What follows belongs to an exercise in optimizing a design on an open flow for a short achievable clock period and few clock cycles; a production flow would make more cautious choices.
At most, simulation tests tie the RTL to the original design; equivalence was not proved.
Power figures rest on the tool's default switching activity, not on a simulated workload.

## cpu_top
module cpu_top #(
	parameter logic [31:0] RESET_PC = 32'h0000_0000
) (
	input logic clk,
	input logic rst_n,
	output logic halted,
	output logic psel,
	output logic penable,
	output logic pwrite,
	output logic [31:0] paddr,
	output logic [31:0] pwdata,
	input logic [31:0] prdata,
	input logic pready
);
	logic fetch_ok;
	logic [31:0] fetch_addr;
	logic fetch_start;
	logic data_ok;
	logic data_write;
	logic [31:0] data_addr;
	logic [31:0] data_wdata;
	logic [2:0] data_rd;
	logic data_start;
	logic rq_valid;
	logic rq_fetch;
	logic [2:0] rq_rd;
	logic [31:0] rq_data;
	logic bus_free;
	logic head_valid;
	logic [31:0] head_word;
	logic head_pop;
	logic [2:0] rd_a_idx, rd_b_idx;
	logic [31:0] rd_a_data, rd_b_data;
	logic ex_we;
	logic [2:0] ex_wrd;
	logic [31:0] ex_wdata;
	logic halt_done;
	fetch_decode #(
		.RESET_PC(RESET_PC)
	) i_fetch_decode (
		.clk(clk),
		.rst_n(rst_n),
		.fetch_ok(fetch_ok),
		.fetch_addr(fetch_addr),
		.fetch_start(fetch_start),
		.fw_valid(rq_valid && rq_fetch),
		.fw_data(rq_data),
		.head_valid(head_valid),
		.head_word(head_word),
		.head_pop(head_pop)
	);
	execute_unit i_execute_unit (
		.clk(clk),
		.rst_n(rst_n),
		.head_valid(head_valid),
		.head_word(head_word),
		.head_pop(head_pop),
		.rd_a_idx(rd_a_idx),
		.rd_b_idx(rd_b_idx),
		.rd_a_data(rd_a_data),
		.rd_b_data(rd_b_data),
		.ex_we(ex_we),
		.ex_wrd(ex_wrd),
		.ex_wdata(ex_wdata),
		.ld_valid(rq_valid && !rq_fetch),
		.ld_rd(rq_rd),
  ...
For scale: about 750 flip-flops.
export LEC_CHECK = 0
export ABC_CLOCK_PERIOD_IN_PS = 2500
export CAP_MARGIN = 20
export CORE_MARGIN = 2
export CORE_UTILIZATION = 40
export SETUP_SLACK_MARGIN = 4.5
export SLEW_MARGIN = 20
create_clock -name core_clock -period 7.0 [get_ports {clk}]
run.sh (not shown) runs the stock make flow with config.mk's settings and CLKGATE_MAP_FILE= SYNTH_SCRIPT=/design/flow/synth_recipe.tcl, a recipe that flattens the netlist after the stock synthesis.
Change:
Settings changed: ABC_CLOCK_PERIOD_IN_PS 2500 to unset, SETUP_SLACK_MARGIN 4.5 to unset.
Global-route usage shrinks by 1.4 points.
Maximum frequency fell by 34%.
First-iteration DRC count climbs by about 10%.
Final area goes down by 11%.
No run of this note included a check of the RTL's function; only the layout flow was run.


## v10
Another version of the RTL of cpu_top (not shown whole).
For scale: about 1100 flip-flops, ~100 I/O pins, ~45000 µm² of cells after synthesis.
## cpu_top
module cpu_top #(
	parameter logic [31:0] RESET_PC = 32'h0000_0000
) (
	input logic clk,
	input logic rst_n,
	output logic halted,
	output logic psel,
	output logic penable,
	output logic pwrite,
	output logic [31:0] paddr,
	output logic [31:0] pwdata,
	input logic [31:0] prdata,
	input logic pready
);
	logic fetch_ok;
	logic fetch_pref;
	logic [31:0] fetch_addr;
	logic fetch_start;
	logic data_ok;
	logic data_write;
	logic [31:0] data_addr;
	logic [31:0] data_wdata;
	logic [7:1] data_rd;
	logic data_start;
	logic rq_valid;
	logic rq_fetch;
	logic rq_dead;
	logic dq_empty;
	logic [7:1] kill;
	logic [7:1] kill_f;
	logic [7:1] rq_rd;
	logic [31:0] rq_data;
	logic bus_free;
	logic ir_valid;
	localparam int IW = 12 + 3 + 7 + 7 + 7 + 16;
	logic cand_valid;
	logic [IW-1:0] cand;
	logic [IW-1:0] ir;
	logic issue;
	logic [7:1] rd_a_oh, rd_b_oh;
	logic [31:0] rd_a_data, rd_b_data;
	logic wb_we;
	logic [7:1] wb_rd;
	logic [31:0] wb_data;
	logic halt_done;
	fetch_decode #(
		.RESET_PC(RESET_PC)
	) i_fetch_decode (
		.clk(clk),
		.rst_n(rst_n),
		.fetch_ok(fetch_ok),
		.fetch_pref(fetch_pref),
		.fetch_addr(fetch_addr),
		.fetch_start(fetch_start),
		.fw_valid(rq_valid && rq_fetch),
		.fw_data(rq_data),
		.cand_valid(cand_valid),
		.cand(cand),
		.ir_valid(ir_valid),
		.ir(ir),
  ...
clock: 7.0 ns
lec_check: 0
abc_clock_period_in_ps: 1500
cap_margin: 20
core_margin: 2
core_utilization: 60
setup_slack_margin: 4.6
slew_margin: 20
Testbench counts of v10, summed over its fixed seeds: cycles 128,479.
### v10 -> v36
Settings: a change of CORE_UTILIZATION from 60 to 40; a change of SETUP_SLACK_MARGIN from 4.6 to 4.9; a change of ABC_CLOCK_PERIOD_IN_PS from 1500 to 1200.
## What came out
- v36 finished end to end and its layout was clean on timing, DRC and antenna.
- Higher clock-buffer cell count among v10 and v36: v36
- v36 — clock distribution area overhead in the final layout 0.44 points lower, v10 as reference
- Diff v10 -> v36: die outline width up 62 µm; post-placement cell area up about 1.8%; critical path depth down 1.
- Between v10 and v36, the number of well taps is lower for v10.
Input-level comparison between v9 and v36:
Settings: SETUP_SLACK_MARGIN changed from 4.9 to 4.6; ABC_CLOCK_PERIOD_IN_PS changed from 1200 to 1500.
[summary]
v9 reached the end of the flow, and the finished layout is clean on the timing, design-rule and antenna checks. Going from v36 to v9, required time of the critical path saw a decrease; multi-input gate area in the final layout saw a decrease; met3 wire length decreased by about 19% relative to the old numbers; number of vias after detailed routing shrank by 4.1%; share of layout cells above drive strength 1 saw a decrease. Diff v36 -> v9: total internal power now sits lower, final design utilization decreased 2.7 points.


cpu_top, a different RTL version from the one above (not shown whole).
Size in the first run: roughly 3500 cells after synthesis, ~100 I/O pins, roughly 44000 um^2 of cells after synthesis.
Design cpu_top, start of the top module:
module cpu_top #(
	parameter logic [31:0] RESET_PC = 32'h0000_0000
) (
	input logic clk,
	input logic rst_n,
	output logic halted,
	output logic psel,
	output logic penable,
	output logic pwrite,
	output logic [31:0] paddr,
	output logic [31:0] pwdata,
	input logic [31:0] prdata,
	input logic pready
);
make LEC_CHECK=0 ABC_CLOCK_PERIOD_IN_PS=1500 CAP_MARGIN=20 CORE_MARGIN=2 CORE_UTILIZATION=40 CTS_CLUSTER_DIAMETER=80 CTS_CLUSTER_SIZE=24 SETUP_SLACK_MARGIN=4.6 SLEW_MARGIN=20 finish   # period 7.0 ns
The starting point finished but fails on antenna rules.
Testbench counts at the start, summed over its fixed seeds: cycles 129,700.
Then changed:
--- a/flow/config.mk
+++ b/flow/config.mk
@@ -11,4 +11,2 @@
 export CORE_UTILIZATION = 40
-export CTS_CLUSTER_DIAMETER = 80
-export CTS_CLUSTER_SIZE = 24
 export SETUP_SLACK_MARGIN = 4.6
Now the flow completed without violations.
Total power went up by 12%.
Clock-buffer cell count went up by 87.
Final area went up by 4.2%.
Sequential cell count stays the same.
Then changed:
--- a/flow/config.mk
+++ b/flow/config.mk
@@ -10,4 +10,4 @@
 export CORE_MARGIN = 2
-export CORE_UTILIZATION = 40
-export SETUP_SLACK_MARGIN = 4.6
+export CORE_UTILIZATION = 65
+export SETUP_SLACK_MARGIN = 4.7
 export SLEW_MARGIN = 20
What happened: Final cell count came out lower by about 12%. Die area came out lower by about 40%. Synthesized area does not change.


02-27:
cpu_top, a different RTL version from the one above (not shown whole).
Size in the first run: roughly 3700 cells after synthesis, roughly 1100 flip-flops, ~100 I/O pins.
==> flow/design.v (excerpt) <==
module cpu_top #(
	parameter logic [31:0] RESET_PC = 32'h0000_0000
) (
	input logic clk,
	input logic rst_n,
	output logic halted,
	output logic psel,
	output logic penable,
	output logic pwrite,
	output logic [31:0] paddr,
	output logic [31:0] pwdata,
	input logic [31:0] prdata,
	input logic pready
);
export LEC_CHECK = 0
export ABC_CLOCK_PERIOD_IN_PS = 2500
export CAP_MARGIN = 20
export CORE_MARGIN = 2
export CORE_UTILIZATION = 40
export SETUP_SLACK_MARGIN = 4.5
export SLEW_MARGIN = 20
create_clock -name core_clock -period 7.0 [get_ports {clk}]
02-27 went all the way through the flow, and no timing, DRC or antenna check failed.
--- input diff 02-27..05-14 ---
# 02-27
export LEC_CHECK = 0
export ABC_CLOCK_PERIOD_IN_PS = 2500
export CAP_MARGIN = 20
export CORE_MARGIN = 2
export CORE_UTILIZATION = 40
export SETUP_SLACK_MARGIN = 4.5
export SLEW_MARGIN = 20
create_clock -name core_clock -period 7.0 [get_ports {clk}]
# 05-14
export LEC_CHECK = 0
export ABC_CLOCK_PERIOD_IN_PS = 2200
export CAP_MARGIN = 20
export CORE_MARGIN = 2
export CORE_UTILIZATION = 45
export SETUP_SLACK_MARGIN = 4.7
export SLEW_MARGIN = 20
create_clock -name core_clock -period 7.0 [get_ports {clk}]
Results
02-27 completed; timing, DRC and antenna clean. 05-14: flow completed, timing, DRC and antenna clean. Going from 02-27 to 05-14, area of all placed cells without fillers moved up, worst setup slack higher. Arrival time of the worst setup path, 02-27 and 05-14: larger value in 02-27. 02-27 → 05-14: post-route minimum period fell 18 ps; final clock period utilization by the worst path went down by 0.26 points; global-route usage now larger.
No functional check of the RTL was part of any run of this note.


Setup of juniper:
cpu_top, a different RTL version from the one above (not shown whole).
For scale: ~3900 cells after synthesis, about 1100 flip-flops, roughly 100 I/O pins, roughly 45000 um^2 of cells after synthesis.
clock: 7.0 ns
lec_check: 0
abc_clock_period_in_ps: 1500
cap_margin: 20
core_margin: 2
core_utilization: 65
setup_slack_margin: 4.7
slew_margin: 20
juniper reached the end of the flow, and the finished layout is clean on the timing, design-rule and antenna checks.
Testbench counts of juniper, summed over its fixed seeds: cycles 128,659.
Inputs modified between juniper and amber:
Settings: changing SETUP_SLACK_MARGIN from 4.7 to 4.6; changing CORE_UTILIZATION from 65 to 40.
--- outcome ---
- Of the two values seen for source of the critical timing path, halted was produced by juniper and i_mem_bus_guard.pwrite by amber.
- Of the two values seen for termination of the worst setup path, pwrite was produced by amber and halted by juniper.
- Delta (amber minus juniper): average wire per standard cell went down by 12%, count of plain and timing-repair buffers in the layout went down by 3, static leakage was more or less identical, final area went up by 730 um^2.
- Minimum setup slack in the final design on amber is behind juniper.
- Reported for amber and juniper, hold buffer count at CTS turned out identical to the last digit.
- Number of placement rows for amber: about 28% up relative to juniper
- When the final numbers for amber and juniper were put side by side, the global-route wire length before repair turned out to be greater in juniper.
Input changes introduced in tundra (baseline for comparison: amber):
Settings: CORE_UTILIZATION now 70, was 40; SETUP_SLACK_MARGIN now 4.7, was 4.6.
==> comparison <==
tundra consumes less power than amber does.
When the final numbers for amber and tundra were put side by side, the first-pass GRT wire length turned out to be smaller in amber.
Looking only at sequential share of layout area, and setting everything else aside, the higher value of amber and tundra goes to tundra.
Between amber and tundra, the initial core utilization is lower for amber.
Looking at final clock period utilization by the worst path, tundra sits 0.59 points below amber.
Changes observed in tundra relative to amber: number of nets with antenna violations after routing essentially unchanged; worst slew margin relative to its limit decreased 24 points.

afterwards: timing with drivers on the ports:
The flow's constraints put no driver on any port. The routed layouts listed below were extracted and timed again, unchanged, in two steps. Step 1: set_driving_cell puts a clkbuf_16 on clk and a buf_2 on each other input, an assumption about the parent block. Step 2 adds t to the input delays and takes it off the output delays; t is the mean of the earliest and latest rising clock arrival at the registers after step 1. Input paths then give back, and output paths get back, about the clock's delay inside the block. a / b / c = no drivers / after step 1 / after step 2; a / b = the first two.
run	t (ns)	setup slack, ns	clock arrival spread, ns	worst slew at a driven data input, ns	pins driven straight from the clock port
the first run of note 1	0.714	3.918 / 3.918 / 3.741	0.044 / 0.044	0.08	1
the second run of note 1	0.700	2.365 / 2.365 / 2.365	0.021 / 0.021	0.07	1
v10	0.755	4.352 / 4.379 / 3.626	0.024 / 0.024	0.06	1
v36	0.784	4.369 / 4.304 / 3.610	0.044 / 0.045	0.05	1
v9	0.772	4.385 / 4.312 / 3.768	0.051 / 0.052	0.06	1
the first run of note 3	0.756	4.441 / 4.370 / 4.020	0.032 / 0.033	0.07	1
the second run of note 3	0.776	4.442 / 4.369 / 3.999	0.033 / 0.033	0.07	1
the third run of note 3	0.726	4.472 / 4.409 / 3.982	0.025 / 0.025	0.07	1
02-27	0.786	3.967 / 3.967 / 3.717	0.041 / 0.041	0.05	1
05-14	0.782	3.985 / 3.985 / 3.673	0.035 / 0.034	0.04	1
juniper	0.740	4.445 / 4.373 / 4.014	0.031 / 0.031	0.04	1
amber	0.778	4.427 / 4.355 / 3.929	0.056 / 0.057	0.09	1
tundra	0.738	4.468 / 4.399 / 4.003	0.034 / 0.035	0.06	1
For v36, which loses most, drivers alone change the setup slack by -0.065 ns; drivers and shift together by -0.759 ns.
